This design comes from an exercise in tuning for a short achievable clock period and few clock cycles per item on the open sky130 flow, not from production work. In this exercise RTL edits were held to simulation tests only and were not proved equivalent to the original. The flow treats the clock pin as an ideal source, which a real chip does not have. Power is estimated from default activity; no workload was simulated.

===== flow/config.mk =====
export PLATFORM = sky130hd
export DESIGN_NAME = superscalar_core
export DESIGN_NICKNAME = superscalar_core
export VERILOG_FILES = /design/flow/design.v
export SDC_FILE = /design/flow/constraint.sdc
export NUM_CORES = 8
export LEC_CHECK = 0
export ABC_CLOCK_PERIOD_IN_PS = 2500
export CAP_MARGIN = 40
export CELL_PAD_IN_SITES_DETAIL_PLACEMENT = 2
export CELL_PAD_IN_SITES_GLOBAL_PLACEMENT = 3
export CORE_MARGIN = 2
export CORE_UTILIZATION = 38
export GPL_ROUTABILITY_DRIVEN = 1
export PLACE_DENSITY = 0.55
export SETUP_SLACK_MARGIN = 3.2
export SLEW_MARGIN = 60
export TNS_END_PERCENT = 10

===== flow/constraint.sdc =====
create_clock -name core_clock -period 6.0 [get_ports {clk}]
set_input_delay 1.2000 -clock core_clock [delete_from_list [all_inputs] [get_ports {clk}]]
set_output_delay 1.2000 -clock core_clock [all_outputs]
set_load 0.01 [all_outputs]

===== flow/design.v =====
`timescale 1ns/10ps
package cpu_pkg;
    localparam int XLEN = 32;
    localparam int REG_ADDR_W = 5;
    localparam int NUM_REGS = 32;
    localparam int W = 2;
    localparam int QD = 12;
    localparam logic [6:0] OPC_OP = 7'b0110011;
    localparam logic [6:0] OPC_OP_IMM = 7'b0010011;
    localparam int S_ADD = 0;    
    localparam int S_SLT = 1;
    localparam int S_SLL = 2;
    localparam int S_SRL = 3;
    localparam int S_XOR = 4;
    localparam int S_OR  = 5;
    localparam int S_AND = 6;
    localparam int NSEL = 7;
endpackage
`timescale 1ns/10ps
module issue_decode (
    input  logic        clk,
    input  logic        rst,
    input  logic [63:0] insn_i,
    input  logic [1:0]  insn_valid_i,
    output logic [1:0]  insn_accept_o,
    output logic [cpu_pkg::W*32-1:0] rf_sel_a_o,
    output logic [cpu_pkg::W*32-1:0] rf_sel_b_o,
    input  logic [cpu_pkg::W*32-1:0] rf_data_a_i,
    input  logic [cpu_pkg::W*32-1:0] rf_data_b_i,
    input  logic [cpu_pkg::W*32-1:0] r_data_i,
    output logic [cpu_pkg::W-1:0]    dx_v_o,
    output logic [cpu_pkg::W*5-1:0]  dx_rd_o,
    output logic [cpu_pkg::W*cpu_pkg::NSEL-1:0] dx_sel_o,
    output logic [cpu_pkg::W-1:0]    dx_sub_o,
    output logic                     dx_skip_o,    
    output logic [cpu_pkg::W*32-1:0] is_a_o,
    output logic [cpu_pkg::W*32-1:0] is_b_o,
    output logic [cpu_pkg::W*cpu_pkg::W-1:0] is_fa_o,
    output logic [cpu_pkg::W*cpu_pkg::W-1:0] is_fb_o,
    output logic [cpu_pkg::W*cpu_pkg::NSEL-1:0] is_sel_o,
    output logic [cpu_pkg::W-1:0]    is_sub_o
);
    localparam int W = cpu_pkg::W;      
    localparam int QD = cpu_pkg::QD;
    localparam int NSEL = cpu_pkg::NSEL;
    logic [1:0]      d_keep;
    logic [4:0]      d_rd   [2];
    logic [4:0]      d_rs1  [2];
    logic [1:0]      d_u1;
    logic [1:0]      d_u2;
    logic [11:0]     d_imm  [2];    
    logic [1:0]      d_useimm;
    logic [1:0]      d_zext;
    logic [NSEL-1:0] d_sel  [2];
    logic [1:0]      d_sub;
    always_comb begin
        for (int k = 0; k < 2; k++) begin
            logic [31:0] w;
            logic [6:0] opc;
            logic [2:0] f3;
            logic [6:0] f7;
            logic       legal;
            logic       isop;
            w = insn_i[k*32 +: 32];
            opc = w[6:0];
            f3 = w[14:12];
            f7 = w[31:25];
            isop = (opc == cpu_pkg::OPC_OP);
            legal = 1'b0;
            if (isop) begin
                if (f3 == 3'b000) legal = (f7 == 7'b0000000) || (f7 == 7'b0100000);
                else legal = (f3 != 3'b011) && (f7 == 7'b0000000);
            end else if (opc == cpu_pkg::OPC_OP_IMM) begin
                if (f3 == 3'b001 || f3 == 3'b101) legal = (f7 == 7'b0000000);
                else legal = (f3 != 3'b011);
            end
            d_rd[k] = w[11:7];
            d_rs1[k] = w[19:15];
            d_keep[k] = legal && (w[11:7] != 5'd0);
            d_u1[k] = (w[19:15] != 5'd0);
            d_u2[k] = isop && (w[24:20] != 5'd0);
            d_imm[k] = w[31:20];
            d_useimm[k] = !isop;
            d_zext[k] = (f3 == 3'b100) || (f3 == 3'b110) || (f3 == 3'b111);
            d_sel[k] = '0;
            d_sel[k][cpu_pkg::S_ADD] = (f3 == 3'b000);
            d_sel[k][cpu_pkg::S_SLT] = (f3 == 3'b010);
            d_sel[k][cpu_pkg::S_SLL] = (f3 == 3'b001);
            d_sel[k][cpu_pkg::S_SRL] = (f3 == 3'b101);
            d_sel[k][cpu_pkg::S_XOR] = (f3 == 3'b100);
            d_sel[k][cpu_pkg::S_OR]  = (f3 == 3'b110);
            d_sel[k][cpu_pkg::S_AND] = (f3 == 3'b111);
            d_sub[k] = (f3 == 3'b010) || (isop && f3 == 3'b000 && f7[5]);
        end
    end
    localparam int E_RD = 0;        
    localparam int E_RS1 = 5;       
    localparam int E_U1 = 10;       
    localparam int E_U2 = 11;       
    localparam int E_IMM = 12;      
    localparam int E_USEIMM = 24;
    localparam int E_ZEXT = 25;
    localparam int E_SEL = 26;      
    localparam int E_SUB = 33;
    localparam int EW = 34;
    function automatic logic [4:0] e_rd(input logic [EW-1:0] e);
        e_rd = e[E_RD +: 5];
    endfunction
    function automatic logic [4:0] e_rs2(input logic [EW-1:0] e);
        e_rs2 = e[E_IMM +: 5];
    endfunction
    function automatic logic e_reads(input logic [EW-1:0] e, input logic [4:0] r);
        e_reads = (e[E_U1] && e[E_RS1 +: 5] == r) || (e[E_U2] && e[E_IMM +: 5] == r);
    endfunction
    logic [1:0]      kin;           
    logic [EW-1:0]   p_e    [2];
    always_ff @(posedge clk) begin
        for (int k = 0; k < 2; k++) begin
            p_e[k] <= '0;
            p_e[k][E_RD +: 5] <= d_rd[k];
            p_e[k][E_RS1 +: 5] <= d_rs1[k];
            p_e[k][E_U1] <= d_u1[k];
            p_e[k][E_U2] <= d_u2[k];
            p_e[k][E_IMM +: 12] <= d_imm[k];
            p_e[k][E_USEIMM] <= d_useimm[k];
            p_e[k][E_ZEXT] <= d_zext[k];
            p_e[k][E_SEL +: NSEL] <= d_sel[k];
            p_e[k][E_SUB] <= d_sub[k];
        end
    end
    logic [QD-1:0]   q_v;
    logic [EW-1:0]   q_e      [QD];
    logic [EW-1:0]   f_e      [2];    
    always_comb begin
        f_e[0] = p_e[0];
        f_e[1] = p_e[1];
    end
    logic            full2;       
    logic [2:1]      pick;
    logic [W-1:0]    iss;
    logic [2:0]      ns;          
    logic [QD-1:0]   v_after;
    logic [QD-1:0]   v_next;
    logic [QD-1:0]   ff;          
    logic [1:0]      acc;
    always_comb begin
        iss[0] = q_v[0];
        iss[1] = q_v[0] && |pick;
        ns[0] = !q_v[0];
        ns[1] = q_v[0] && !iss[1];
        ns[2] = iss[1];
        for (int i = 0; i < QD; i++) begin
            v_after[i] = 1'b0;
            for (int s = 0; s <= 2; s++) begin
                if (i + s < QD) v_after[i] = v_after[i] | (ns[s] & q_v[i+s]);
            end
        end
        acc[0] = insn_valid_i[0];
        acc[1] = insn_valid_i[0] && insn_valid_i[1] && !full2;
        for (int i = 0; i < QD; i++) begin
            ff[i] = !v_after[i] && (i == 0 || v_after[(i == 0) ? 0 : i - 1]);
        end
        for (int i = 0; i < QD; i++) begin
            v_next[i] = v_after[i] || (ff[i] && (kin[0] || kin[1]))
                      || (i >= 1 && ff[(i == 0) ? 0 : i - 1] && kin[0] && kin[1]);
        end
    end
    assign insn_accept_o = acc;
    logic           rdy_next;
    always_comb begin
        case ({acc[1], acc[0]})
            2'b00: rdy_next = !v_next[QD-1];
            2'b01: rdy_next = !v_next[QD-2];
            default: rdy_next = !v_next[QD-3];
        endcase
    end
    always_ff @(posedge clk or posedge rst) begin
        if (rst) begin
            q_v <= '0;
        end else begin
            q_v <= v_next;
        end
    end
    always_ff @(posedge clk) begin
        for (int i = 0; i < QD; i++) begin
            if (v_after[i]) begin
                logic [2:0] sh;
                logic [EW-1:0] e;
                sh = ns;
                if (i == 0 && pick[2]) sh = 3'b010;
                e = '0;
                for (int s = 0; s <= 2; s++) begin
                    if (i + s < QD) e = e | ({EW{sh[s]}} & q_e[i+s]);
                end
                q_e[i] <= e;
            end else begin
                q_e[i] <= (ff[i] && kin[0]) ? f_e[0] : f_e[1];
            end
        end
    end
    function automatic logic [W-1:0] youngest(input logic [W-1:0] hit);
        for (int j = 0; j < W; j++) begin
            youngest[j] = hit[j];
            for (int i = j + 1; i < W; i++) begin
                if (hit[i]) youngest[j] = 1'b0;
            end
        end
    endfunction
    localparam int NS = 4;
    logic [3:0]      scen;           
    logic [2:1]      s_pick [NS];
    logic [EW-1:0]   s_l    [NS][W];
    logic [31:0]     s_oh1  [NS][W];
    logic [31:0]     s_oh2  [NS][W];
    logic [W-1:0]    s_byp1 [NS][W];
    logic [W-1:0]    s_byp2 [NS][W];
    logic [W-1:0]    s_fwd1 [NS][W];
    logic [W-1:0]    s_fwd2 [NS][W];
    always_comb begin
        scen[0] = !q_v[0];
        scen[1] = q_v[0] && !pick[1] && !pick[2];
        scen[2] = q_v[0] && pick[1];
        scen[3] = q_v[0] && pick[2];
        for (int sc = 0; sc < NS; sc++) begin
            logic [2:0] va, vn, ffs;
            logic [EW-1:0] e [3];
            logic [W-1:0] iv;           
            logic [4:0] ird [W];
            logic ok1, ok2;
            logic [31:0] c_oh1 [3];
            logic [31:0] c_oh2 [3];
            logic [W-1:0] c_byp1 [3];
            logic [W-1:0] c_byp2 [3];
            logic [W-1:0] c_fwd1 [3];
            logic [W-1:0] c_fwd2 [3];
            for (int i = 0; i < 3; i++) begin
                int src;
                case (sc)
                    0: src = i;
                    1: src = i + 1;
                    2: src = i + 2;
                    default: src = (i == 0) ? 1 : i + 2;
                endcase
                va[i] = q_v[src];
                e[i] = q_e[src];
            end
            for (int i = 0; i < 3; i++) begin
                ffs[i] = !va[i] && (i == 0 || va[(i == 0) ? 0 : i - 1]);
            end
            for (int i = 0; i < 3; i++) begin
                vn[i] = va[i] || (ffs[i] && (kin[0] || kin[1]))
                      || (i >= 1 && ffs[(i == 0) ? 0 : i - 1] && kin[0] && kin[1]);
                if (!va[i]) e[i] = (ffs[i] && kin[0]) ? f_e[0] : f_e[1];
            end
            ok1 = vn[1] && !e_reads(e[1], e_rd(e[0]));
            ok2 = vn[2] && !e_reads(e[2], e_rd(e[0])) && !e_reads(e[2], e_rd(e[1]))
                  && !e_reads(e[1], e_rd(e[2])) && (e_rd(e[2]) != e_rd(e[1]));
            s_pick[sc][1] = ok1;
            s_pick[sc][2] = !ok1 && ok2;
            iv[0] = (sc != 0);
            iv[1] = (sc >= 2);
            ird[0] = e_rd(q_e[0]);
            ird[1] = (sc == 3) ? e_rd(q_e[2]) : e_rd(q_e[1]);
            for (int k = 0; k < 3; k++) begin
                logic [EW-1:0] x;
                logic [W-1:0] b1, b2, f1, f2;
                x = e[k];
                for (int r = 0; r < 32; r++) begin
                    c_oh1[k][r] = (r != 0) && x[E_RS1 +: 5] == 5'(r);
                    c_oh2[k][r] = (r != 0) && x[E_U2] && e_rs2(x) == 5'(r);
                end
                for (int j = 0; j < W; j++) begin
                    b1[j] = dx_v_o[j] && x[E_U1] && dx_rd_o[j*5 +: 5] == x[E_RS1 +: 5];
                    b2[j] = dx_v_o[j] && x[E_U2] && dx_rd_o[j*5 +: 5] == e_rs2(x);
                    f1[j] = iv[j] && x[E_U1] && ird[j] == x[E_RS1 +: 5];
                    f2[j] = iv[j] && x[E_U2] && ird[j] == e_rs2(x);
                end
                c_byp1[k] = youngest(b1);
                c_byp2[k] = youngest(b2);
                c_fwd1[k] = youngest(f1);
                c_fwd2[k] = youngest(f2);
            end
            s_l[sc][0] = e[0];
            s_oh1[sc][0] = c_oh1[0];
            s_oh2[sc][0] = c_oh2[0];
            s_byp1[sc][0] = c_byp1[0];
            s_byp2[sc][0] = c_byp2[0];
            s_fwd1[sc][0] = c_fwd1[0];
            s_fwd2[sc][0] = c_fwd2[0];
            s_l[sc][1] = ok1 ? e[1] : e[2];
            s_oh1[sc][1] = ok1 ? c_oh1[1] : c_oh1[2];
            s_oh2[sc][1] = ok1 ? c_oh2[1] : c_oh2[2];
            s_byp1[sc][1] = ok1 ? c_byp1[1] : c_byp1[2];
            s_byp2[sc][1] = ok1 ? c_byp2[1] : c_byp2[2];
            s_fwd1[sc][1] = ok1 ? c_fwd1[1] : c_fwd1[2];
            s_fwd2[sc][1] = ok1 ? c_fwd2[1] : c_fwd2[2];
        end
    end
    logic [EW-1:0]   l_e    [W];
    logic [31:0]     l_oh1  [W];
    logic [31:0]     l_oh2  [W];
    logic [W-1:0]    l_byp1 [W];
    logic [W-1:0]    l_byp2 [W];
    logic [W-1:0]    l_fwd1 [W];
    logic [W-1:0]    l_fwd2 [W];
    always_ff @(posedge clk) begin
        logic [2:1] pk;
        kin <= acc & d_keep;
        pk = '0;
        for (int sc = 0; sc < NS; sc++) pk = pk | ({2{scen[sc]}} & s_pick[sc]);
        full2 <= !rdy_next;
        pick <= pk;
        for (int k = 0; k < W; k++) begin
            logic [EW-1:0] e;
            logic [31:0] oh1, oh2;
            logic [W-1:0] byp1, byp2, fwd1, fwd2;
            e = '0; oh1 = '0; oh2 = '0; byp1 = '0; byp2 = '0; fwd1 = '0; fwd2 = '0;
            for (int sc = 0; sc < NS; sc++) begin
                e = e | ({EW{scen[sc]}} & s_l[sc][k]);
                oh1 = oh1 | ({32{scen[sc]}} & s_oh1[sc][k]);
                oh2 = oh2 | ({32{scen[sc]}} & s_oh2[sc][k]);
                byp1 = byp1 | ({W{scen[sc]}} & s_byp1[sc][k]);
                byp2 = byp2 | ({W{scen[sc]}} & s_byp2[sc][k]);
                fwd1 = fwd1 | ({W{scen[sc]}} & s_fwd1[sc][k]);
                fwd2 = fwd2 | ({W{scen[sc]}} & s_fwd2[sc][k]);
            end
            l_e[k] <= e;
            l_oh1[k] <= oh1;
            l_oh2[k] <= oh2;
            l_byp1[k] <= byp1;
            l_byp2[k] <= byp2;
            l_fwd1[k] <= fwd1;
            l_fwd2[k] <= fwd2;
        end
    end
    logic [31:0]  op_a   [W];
    logic [31:0]  op_b   [W];
    always_comb begin
        for (int k = 0; k < W; k++) begin
            rf_sel_a_o[k*32 +: 32] = l_oh1[k];
            rf_sel_b_o[k*32 +: 32] = l_oh2[k];
        end
    end
    always_comb begin
        for (int k = 0; k < W; k++) begin
            op_a[k] = {32{!(|l_byp1[k])}} & rf_data_a_i[k*32 +: 32];
            op_b[k] = {32{!(|l_byp2[k])}} & rf_data_b_i[k*32 +: 32];
            for (int j = 0; j < W; j++) begin
                op_a[k] = op_a[k] | ({32{l_byp1[k][j]}} & r_data_i[j*32 +: 32]);
                op_b[k] = op_b[k] | ({32{l_byp2[k][j]}} & r_data_i[j*32 +: 32]);
            end
            if (l_e[k][E_USEIMM]) begin
                op_b[k] = l_e[k][E_ZEXT] ? {20'd0, l_e[k][E_IMM +: 12]}
                                         : {{20{l_e[k][E_IMM + 11]}}, l_e[k][E_IMM +: 12]};
            end
        end
    end
    always_ff @(posedge clk or posedge rst) begin
        if (rst) begin
            dx_v_o <= '0;
            dx_skip_o <= 1'b0;
        end else begin
            dx_v_o <= iss;
            dx_skip_o <= iss[1] && pick[2];
        end
    end
    always_ff @(posedge clk) begin
        for (int k = 0; k < W; k++) begin
            dx_rd_o[k*5 +: 5] <= l_e[k][E_RD +: 5];
            dx_sel_o[k*NSEL +: NSEL] <= l_e[k][E_SEL +: NSEL];
            dx_sub_o[k] <= l_e[k][E_SUB];
        end
    end
    always_comb begin
        for (int k = 0; k < W; k++) begin
            is_a_o[k*32 +: 32] = op_a[k];
            is_b_o[k*32 +: 32] = op_b[k] ^ {32{l_e[k][E_SUB]}};
            is_fa_o[k*W +: W] = l_fwd1[k];
            is_fb_o[k*W +: W] = l_fwd2[k];
            is_sel_o[k*NSEL +: NSEL] = l_e[k][E_SEL +: NSEL];
            is_sub_o[k] = l_e[k][E_SUB];
        end
    end
endmodule
`timescale 1ns/10ps
module execute_lanes (
    input  logic        clk,
    input  logic        rst,
    input  logic [cpu_pkg::W-1:0]    dx_v_i,
    input  logic [cpu_pkg::W*5-1:0]  dx_rd_i,
    input  logic [cpu_pkg::W*cpu_pkg::NSEL-1:0] dx_sel_i,
    input  logic [cpu_pkg::W-1:0]    dx_sub_i,
    input  logic                     dx_skip_i,    
    input  logic [cpu_pkg::W*32-1:0] is_a_i,
    input  logic [cpu_pkg::W*32-1:0] is_b_i,
    input  logic [cpu_pkg::W*cpu_pkg::W-1:0] is_fa_i,
    input  logic [cpu_pkg::W*cpu_pkg::W-1:0] is_fb_i,
    input  logic [cpu_pkg::W*cpu_pkg::NSEL-1:0] is_sel_i,
    input  logic [cpu_pkg::W-1:0]    is_sub_i,
    output logic [cpu_pkg::W-1:0]    r_v_o,
    output logic [cpu_pkg::W*5-1:0]  r_rd_o,
    output logic [cpu_pkg::W*32-1:0] r_data_o,
    output logic [cpu_pkg::W*32-1:0] r_we_o,
    output logic [cpu_pkg::W-1:0]    wb_valid_o,
    output logic [cpu_pkg::W*5-1:0]  wb_rd_o,
    output logic [cpu_pkg::W*32-1:0] wb_data_o
);
    localparam int W = cpu_pkg::W;
    localparam int NSEL = cpu_pkg::NSEL;
    logic [31:0] x_a  [W];     
    logic [31:0] x_bx [W];
    logic [31:0] x_as [W];     
    logic [4:0]  x_bs [W];
    logic [31:0] res   [W];
    logic [31:0] res_e [W];      
    logic [31:0] sum_l [W];      
    always_comb begin
        for (int j = 0; j < W; j++) begin
            logic [32:0] sum;
            logic [NSEL-1:0] sel;
            logic sub, slt, b31;
            sel = dx_sel_i[j*NSEL +: NSEL];
            sub = dx_sub_i[j];
            sum = {x_a[j], 1'b1} + {x_bx[j], sub};
            b31 = x_bx[j][31] ^ sub;
            slt = (x_a[j][31] ^ b31) ? x_a[j][31] : sum[32];
            sum_l[j] = ({32{sel[cpu_pkg::S_ADD]}} & sum[32:1])
                     | ({32{sel[cpu_pkg::S_SLT]}} & {31'd0, slt});
            res_e[j] = ({32{sel[cpu_pkg::S_SLL]}} & (x_as[j] << x_bs[j]))
                     | ({32{sel[cpu_pkg::S_SRL]}} & (x_as[j] >> x_bs[j]))
                     | ({32{sel[cpu_pkg::S_XOR]}} & (x_a[j] ^ x_bx[j]))
                     | ({32{sel[cpu_pkg::S_OR]}}  & (x_a[j] | x_bx[j]))
                     | ({32{sel[cpu_pkg::S_AND]}} & (x_a[j] & x_bx[j]));
            res[j] = sum_l[j] | res_e[j];
        end
    end
    always_ff @(posedge clk) begin
        for (int k = 0; k < W; k++) begin
            logic [NSEL-1:0] op;
            logic sh, ar, sub, own_a, own_b;
            logic [31:0] a, bx, as, ea, ebx, eas;
            logic [4:0]  bs, ebs;
            op = is_sel_i[k*NSEL +: NSEL];
            sub = is_sub_i[k];
            sh = op[cpu_pkg::S_SLL] || op[cpu_pkg::S_SRL];
            ar = !sh;
            own_a = !(|is_fa_i[k*W +: W]);
            own_b = !(|is_fb_i[k*W +: W]);
            ea = {32{ar && own_a}} & is_a_i[k*32 +: 32];
            ebx = {32{ar && own_b}} & is_b_i[k*32 +: 32];
            eas = {32{sh && own_a}} & is_a_i[k*32 +: 32];
            ebs = {5{sh && own_b}} & is_b_i[k*32 +: 5];
            a = '0;
            bx = '0;
            as = '0;
            bs = '0;
            for (int j = 0; j < W; j++) begin
                logic fa, fb, ad;
                fa = is_fa_i[k*W + j];
                fb = is_fb_i[k*W + j];
                ad = dx_sel_i[j*NSEL + cpu_pkg::S_ADD] || dx_sel_i[j*NSEL + cpu_pkg::S_SLT];
                ea = ea | ({32{ar && fa}} & res_e[j]);
                ebx = ebx | ({32{ar && fb && !sub}} & res_e[j])
                          | ({32{ar && fb && sub && !ad}} & ~res_e[j]);
                eas = eas | ({32{sh && fa}} & res_e[j]);
                ebs = ebs | ({5{sh && fb}} & res_e[j][4:0]);
                a = a | ({32{ar && fa && ad}} & sum_l[j]);
                bx = bx | ({32{ar && fb && !sub && ad}} & sum_l[j])
                        | ({32{ar && fb && sub && ad}} & ~sum_l[j]);
                as = as | ({32{sh && fa && ad}} & sum_l[j]);
                bs = bs | ({5{sh && fb && ad}} & sum_l[j][4:0]);
            end
            x_a[k] <= ea | a;
            x_bx[k] <= ebx | bx;
            x_as[k] <= eas | as;
            x_bs[k] <= ebs | bs;
        end
    end
    logic        h_v;
    logic        h_gap;
    logic [4:0]  h_rd;
    logic [31:0] h_data;
    logic        first_h;      
    logic [1:0]  o_v;
    logic [4:0]  o_rd   [2];
    logic [31:0] o_data [2];
    always_comb begin
        first_h = h_v && !h_gap;
        o_v[0] = h_v || dx_v_i[0];
        o_rd[0] = first_h ? h_rd : dx_rd_i[4:0];
        o_data[0] = first_h ? h_data : res[0];
        if (h_v) begin
            o_v[1] = h_gap || dx_v_i[0];
            o_rd[1] = first_h ? dx_rd_i[4:0] : h_rd;
            o_data[1] = first_h ? res[0] : h_data;
        end else begin
            o_v[1] = dx_v_i[1] && !dx_skip_i;
            o_rd[1] = dx_rd_i[9:5];
            o_data[1] = res[1];
        end
    end
    always_ff @(posedge clk or posedge rst) begin
        if (rst) begin
            r_v_o <= '0;
            r_we_o <= '0;
            wb_valid_o <= '0;
            h_v <= 1'b0;
            h_gap <= 1'b0;
        end else begin
            r_v_o <= dx_v_i;
            wb_valid_o <= o_v;
            h_v <= dx_v_i[1] && (dx_skip_i || h_v);
            h_gap <= dx_skip_i;
            for (int k = 0; k < W; k++) begin
                for (int r = 0; r < 32; r++) begin
                    logic later;
                    later = 1'b0;
                    for (int j = k + 1; j < W; j++) begin
                        later = later | (dx_v_i[j] && dx_rd_i[j*5 +: 5] == 5'(r));
                    end
                    r_we_o[k*32 + r] <= (r != 0) && dx_v_i[k] && dx_rd_i[k*5 +: 5] == 5'(r) && !later;
                end
            end
        end
    end
    always_ff @(posedge clk) begin
        h_rd <= dx_rd_i[9:5];
        h_data <= res[1];
        for (int k = 0; k < W; k++) begin
            r_rd_o[k*5 +: 5] <= dx_rd_i[k*5 +: 5];
            r_data_o[k*32 +: 32] <= res[k];
            wb_rd_o[k*5 +: 5] <= o_rd[k] & {5{o_v[k]}};
            wb_data_o[k*32 +: 32] <= o_data[k] & {32{o_v[k]}};
        end
    end
endmodule
`timescale 1ns/10ps
module writeback_regfile (
    input  logic        clk,
    input  logic        rst,
    input  logic [cpu_pkg::W*32-1:0] rf_sel_a_i,
    input  logic [cpu_pkg::W*32-1:0] rf_sel_b_i,
    output logic [cpu_pkg::W*32-1:0] rf_data_a_o,
    output logic [cpu_pkg::W*32-1:0] rf_data_b_o,
    input  logic [cpu_pkg::W-1:0]    r_v_i,
    input  logic [cpu_pkg::W*5-1:0]  r_rd_i,
    input  logic [cpu_pkg::W*32-1:0] r_data_i,
    input  logic [cpu_pkg::W*32-1:0] r_we_i
);
    localparam int W = cpu_pkg::W;
    logic [31:0] regs [32];
    always_ff @(posedge clk or posedge rst) begin
        if (rst) begin
            for (int r = 1; r < 32; r++) regs[r] <= '0;
        end else begin
            for (int r = 1; r < 32; r++) begin
                for (int k = 0; k < W; k++) begin
                    if (r_we_i[k*32 + r]) regs[r] <= r_data_i[k*32 +: 32];
                end
            end
        end
    end
    assign regs[0] = '0;
    always_comb begin
        for (int k = 0; k < W; k++) begin
            rf_data_a_o[k*32 +: 32] = '0;
            rf_data_b_o[k*32 +: 32] = '0;
            for (int r = 1; r < 32; r++) begin
                rf_data_a_o[k*32 +: 32] = rf_data_a_o[k*32 +: 32]
                    | ({32{rf_sel_a_i[k*32 + r]}} & regs[r]);
                rf_data_b_o[k*32 +: 32] = rf_data_b_o[k*32 +: 32]
                    | ({32{rf_sel_b_i[k*32 + r]}} & regs[r]);
            end
        end
    end
endmodule
`timescale 1ns/10ps
module superscalar_core (
    input  logic        clk,
    input  logic        rst,
    input  logic [63:0] insn_i,
    input  logic [1:0]  insn_valid_i,
    output logic [1:0]  insn_accept_o,
    output logic [1:0]  wb_valid_o,
    output logic [9:0]  wb_rd_o,
    output logic [63:0] wb_data_o
);
    localparam int W = cpu_pkg::W;
    localparam int NSEL = cpu_pkg::NSEL;
    logic [W*32-1:0] rf_sel_a;
    logic [W*32-1:0] rf_sel_b;
    logic [W*32-1:0] rf_data_a;
    logic [W*32-1:0] rf_data_b;
    logic [W-1:0]    dx_v;
    logic [W*5-1:0]  dx_rd;
    logic [W*NSEL-1:0] dx_sel;
    logic [W-1:0]    dx_sub;
    logic            dx_skip;
    logic [W*32-1:0] is_a;
    logic [W*32-1:0] is_b;
    logic [W*W-1:0]  is_fa;
    logic [W*W-1:0]  is_fb;
    logic [W*NSEL-1:0] is_sel;
    logic [W-1:0]    is_sub;
    logic [W-1:0]    r_v;
    logic [W*5-1:0]  r_rd;
    logic [W*32-1:0] r_data;
    logic [W*32-1:0] r_we;
    issue_decode issue_decode_i (
        .clk           (clk),
        .rst           (rst),
        .insn_i        (insn_i),
        .insn_valid_i  (insn_valid_i),
        .insn_accept_o (insn_accept_o),
        .rf_sel_a_o    (rf_sel_a),
        .rf_sel_b_o    (rf_sel_b),
        .rf_data_a_i   (rf_data_a),
        .rf_data_b_i   (rf_data_b),
        .r_data_i      (r_data),
        .dx_v_o        (dx_v),
        .dx_rd_o       (dx_rd),
        .dx_sel_o      (dx_sel),
        .dx_sub_o      (dx_sub),
        .dx_skip_o     (dx_skip),
        .is_a_o        (is_a),
        .is_b_o        (is_b),
        .is_fa_o       (is_fa),
        .is_fb_o       (is_fb),
        .is_sel_o      (is_sel),
        .is_sub_o      (is_sub)
    );
    execute_lanes execute_lanes_i (
        .clk      (clk),
        .rst      (rst),
        .dx_v_i   (dx_v),
        .dx_rd_i  (dx_rd),
        .dx_sel_i (dx_sel),
        .dx_sub_i (dx_sub),
        .dx_skip_i (dx_skip),
        .is_a_i   (is_a),
        .is_b_i   (is_b),
        .is_fa_i  (is_fa),
        .is_fb_i  (is_fb),
        .is_sel_i (is_sel),
        .is_sub_i (is_sub),
        .r_v_o    (r_v),
        .r_rd_o   (r_rd),
        .r_data_o (r_data),
        .r_we_o   (r_we),
        .wb_valid_o (wb_valid_o),
        .wb_rd_o  (wb_rd_o),
        .wb_data_o (wb_data_o)
    );
    writeback_regfile writeback_regfile_i (
        .clk         (clk),
        .rst         (rst),
        .rf_sel_a_i  (rf_sel_a),
        .rf_sel_b_i  (rf_sel_b),
        .rf_data_a_o (rf_data_a),
        .rf_data_b_o (rf_data_b),
        .r_v_i       (r_v),
        .r_rd_i      (r_rd),
        .r_data_i    (r_data),
        .r_we_i      (r_we)
    );
endmodule

===== flow/flow/run.sh =====
#!/bin/bash
# The standard layout with: plain buffers (not delay cells) on the ports,
# sizing not limited to the same footprint, the offer/accept pins placed
# together, and an extra timing repair pass after clock tree synthesis.
set -euo pipefail
F=$(pwd)/flow
bash standard.sh MATCH_CELL_FOOTPRINT=0 \
  "BUFFER_PORTS_ARGS=-buffer_cell sky130_fd_sc_hd__buf_4" \
  PRE_IO_PLACEMENT_TCL=$F/io.tcl POST_CTS_TCL=$F/post_cts.tcl \
  finish > standard_flow.log 2>&1

===== flow/flow/io.tcl =====
# keep the offer valid inputs next to the accept outputs, and put the clock
# pin in the middle of an edge, close to the centre of the clock tree
set_io_pin_constraint -group -order -pin_names {insn_valid_i[0] insn_accept_o[0] insn_valid_i[1] insn_accept_o[1]}
set die [[ord::get_db_block] getDieArea]
set dbu [[ord::get_db_tech] getDbUnitsPerMicron]
set ymid [expr { ([$die yMin] + [$die yMax]) / 2.0 / $dbu }]
set_io_pin_constraint -pin_names {clk} -region "left:[expr { $ymid - 10 }]-[expr { $ymid + 10 }]"

===== flow/flow/post_cts.tcl =====
# a second, stronger timing repair after the standard one
log_cmd repair_timing -setup -setup_margin $::env(SETUP_SLACK_MARGIN) -repair_tns 100 -verbose
set result [catch { detailed_placement } msg]
if { $result != 0 } {
  error "Detailed placement failed after the extra repair: $msg"
}
check_placement -verbose

===== flow/standard.sh =====
#!/bin/bash
# synth_recipe.tcl (not shown) runs the flow's synth.tcl, then flattens the netlist and writes it again
# the make line also repeats each setting of config.mk as NAME=value (left out here)
make -C /OpenROAD-flow-scripts/flow DESIGN_CONFIG=/design/flow/config.mk WORK_HOME=/design/flow/orfs CLKGATE_MAP_FILE= SYNTH_SCRIPT=/design/flow/synth_recipe.tcl "${@:-finish}"

==> impl_metrics.ini <==
[floorplanning]
rows = 229
io_pins = 146
die_x_um = 629
die_h_um = 629
initial_core_util = 0.382

[run_status]
outcome = aborted with a tool error
error_line = [ERROR GRT-0232] Routing congestion too high. Check the congestion heatmap in the GUI.
stop_stage = 5_1_grt

[timing]
worstEndpointGrtRepair = issue_decode_i.l_e[1][12]$_DFF_P_/D
endpoint_type = register data pin

[yosys]
yosysSeqAreaShare = 0.320
yosys_warnings = 70
synth-edff-count = 0
synth_area_per_cell_sq_um = 8.19
syn-num-nets = 18328
synth.distinct_cells = 102
ys_ff_latch = 2102
synth_ff_type = dfrtp_1
synthArstFlopShare = 0.510
postSynthCellCount = 18130
synth_area_sq_um = 148000
yosysTopAreaCellShare = 0.181
yosysTopAreaCell = dfrtp_1
synthTopCellsByArea = dfrtp_1 (18%), dfxtp_1 (14%), mux2i_1 (11%)

[placed_design]
routabilityCongestion = 1.11
port_buffers = 145
dp_hpwl_um = 829000

[global_routing]
grt_usage = 0.740
antenna_found_initial = 274
grt_max_degree = 89
overflow = 253

[clock_network]
cts.sinks = 2102
kinds of logic after synthesis:
logic type,count (synthesis),share of synthesized area
compound gates,6024,0.285
xor+xnor,540,0.0319
fa+ha+maj,130,0.0111
buf+inv,2294,0.0600
flops,2102,0.320
mux,1816,0.134
simple gates,5224,0.158
synth_stat cells (all sizes together) (75+ instances only):
library cell  count
a211oi          112
nor4             81
a221oi          828
clkbuf         1629
a22oi           608
mux4            130
a222oi          170
o21ai          1938
inv             237
ha              128
nand3           609
mux2i          1599
and3            119
nand2          2533
dfxtp          1029
nand4           364
nor3            320
dfrtp          1073
xor2            177
and2             75
a31oi            88
buf             426
mux2             87
o211ai          375
nand2b          138
a21oi           438
o22ai           102
nor2            766
xnor2           363
a22o            723
stage by stage:
stage | total power [uW] | worst slack (ps) | hold WS [ps] | cell area (sq um) | std cells
global placement | 26800 | 1300 | 312 | 156000 | 22245
floorplan | 21900 | -10000 | 310 | 148000 | 18130
detailed placement | 27400 | 1620 | 315 | 163000 | 22488
power groups by stage:
stage	Combinational (uW)	Clock (uW)	Sequential, uW
after global placement	10100	0	16600
after floorplan	6550	0	15400
after detailed placement	10900	0	16500
routing by layer:
| layer | overflow | track usage |
|---|---|---|
| met2 | 118 | 0.884 |
| met1 | 6 | 0.775 |
| met3 | 4 | 0.580 |
| met4 | 124 | 0.685 |
| met5 | 1 | 0.349 |
worst max path at each step:
stage | start | endpoint | cells past startpoint
after floorplan | rst | execute_lanes_i.h_gap | 1
after global placement | issue_decode_i.kin[0] | issue_decode_i.l_e[1][32] | 9
after detailed placement | issue_decode_i.kin[0] | issue_decode_i.l_oh2[1][11] | 12
Testbench counts, summed over its fixed seeds: cycles 6,873, items 12,800.
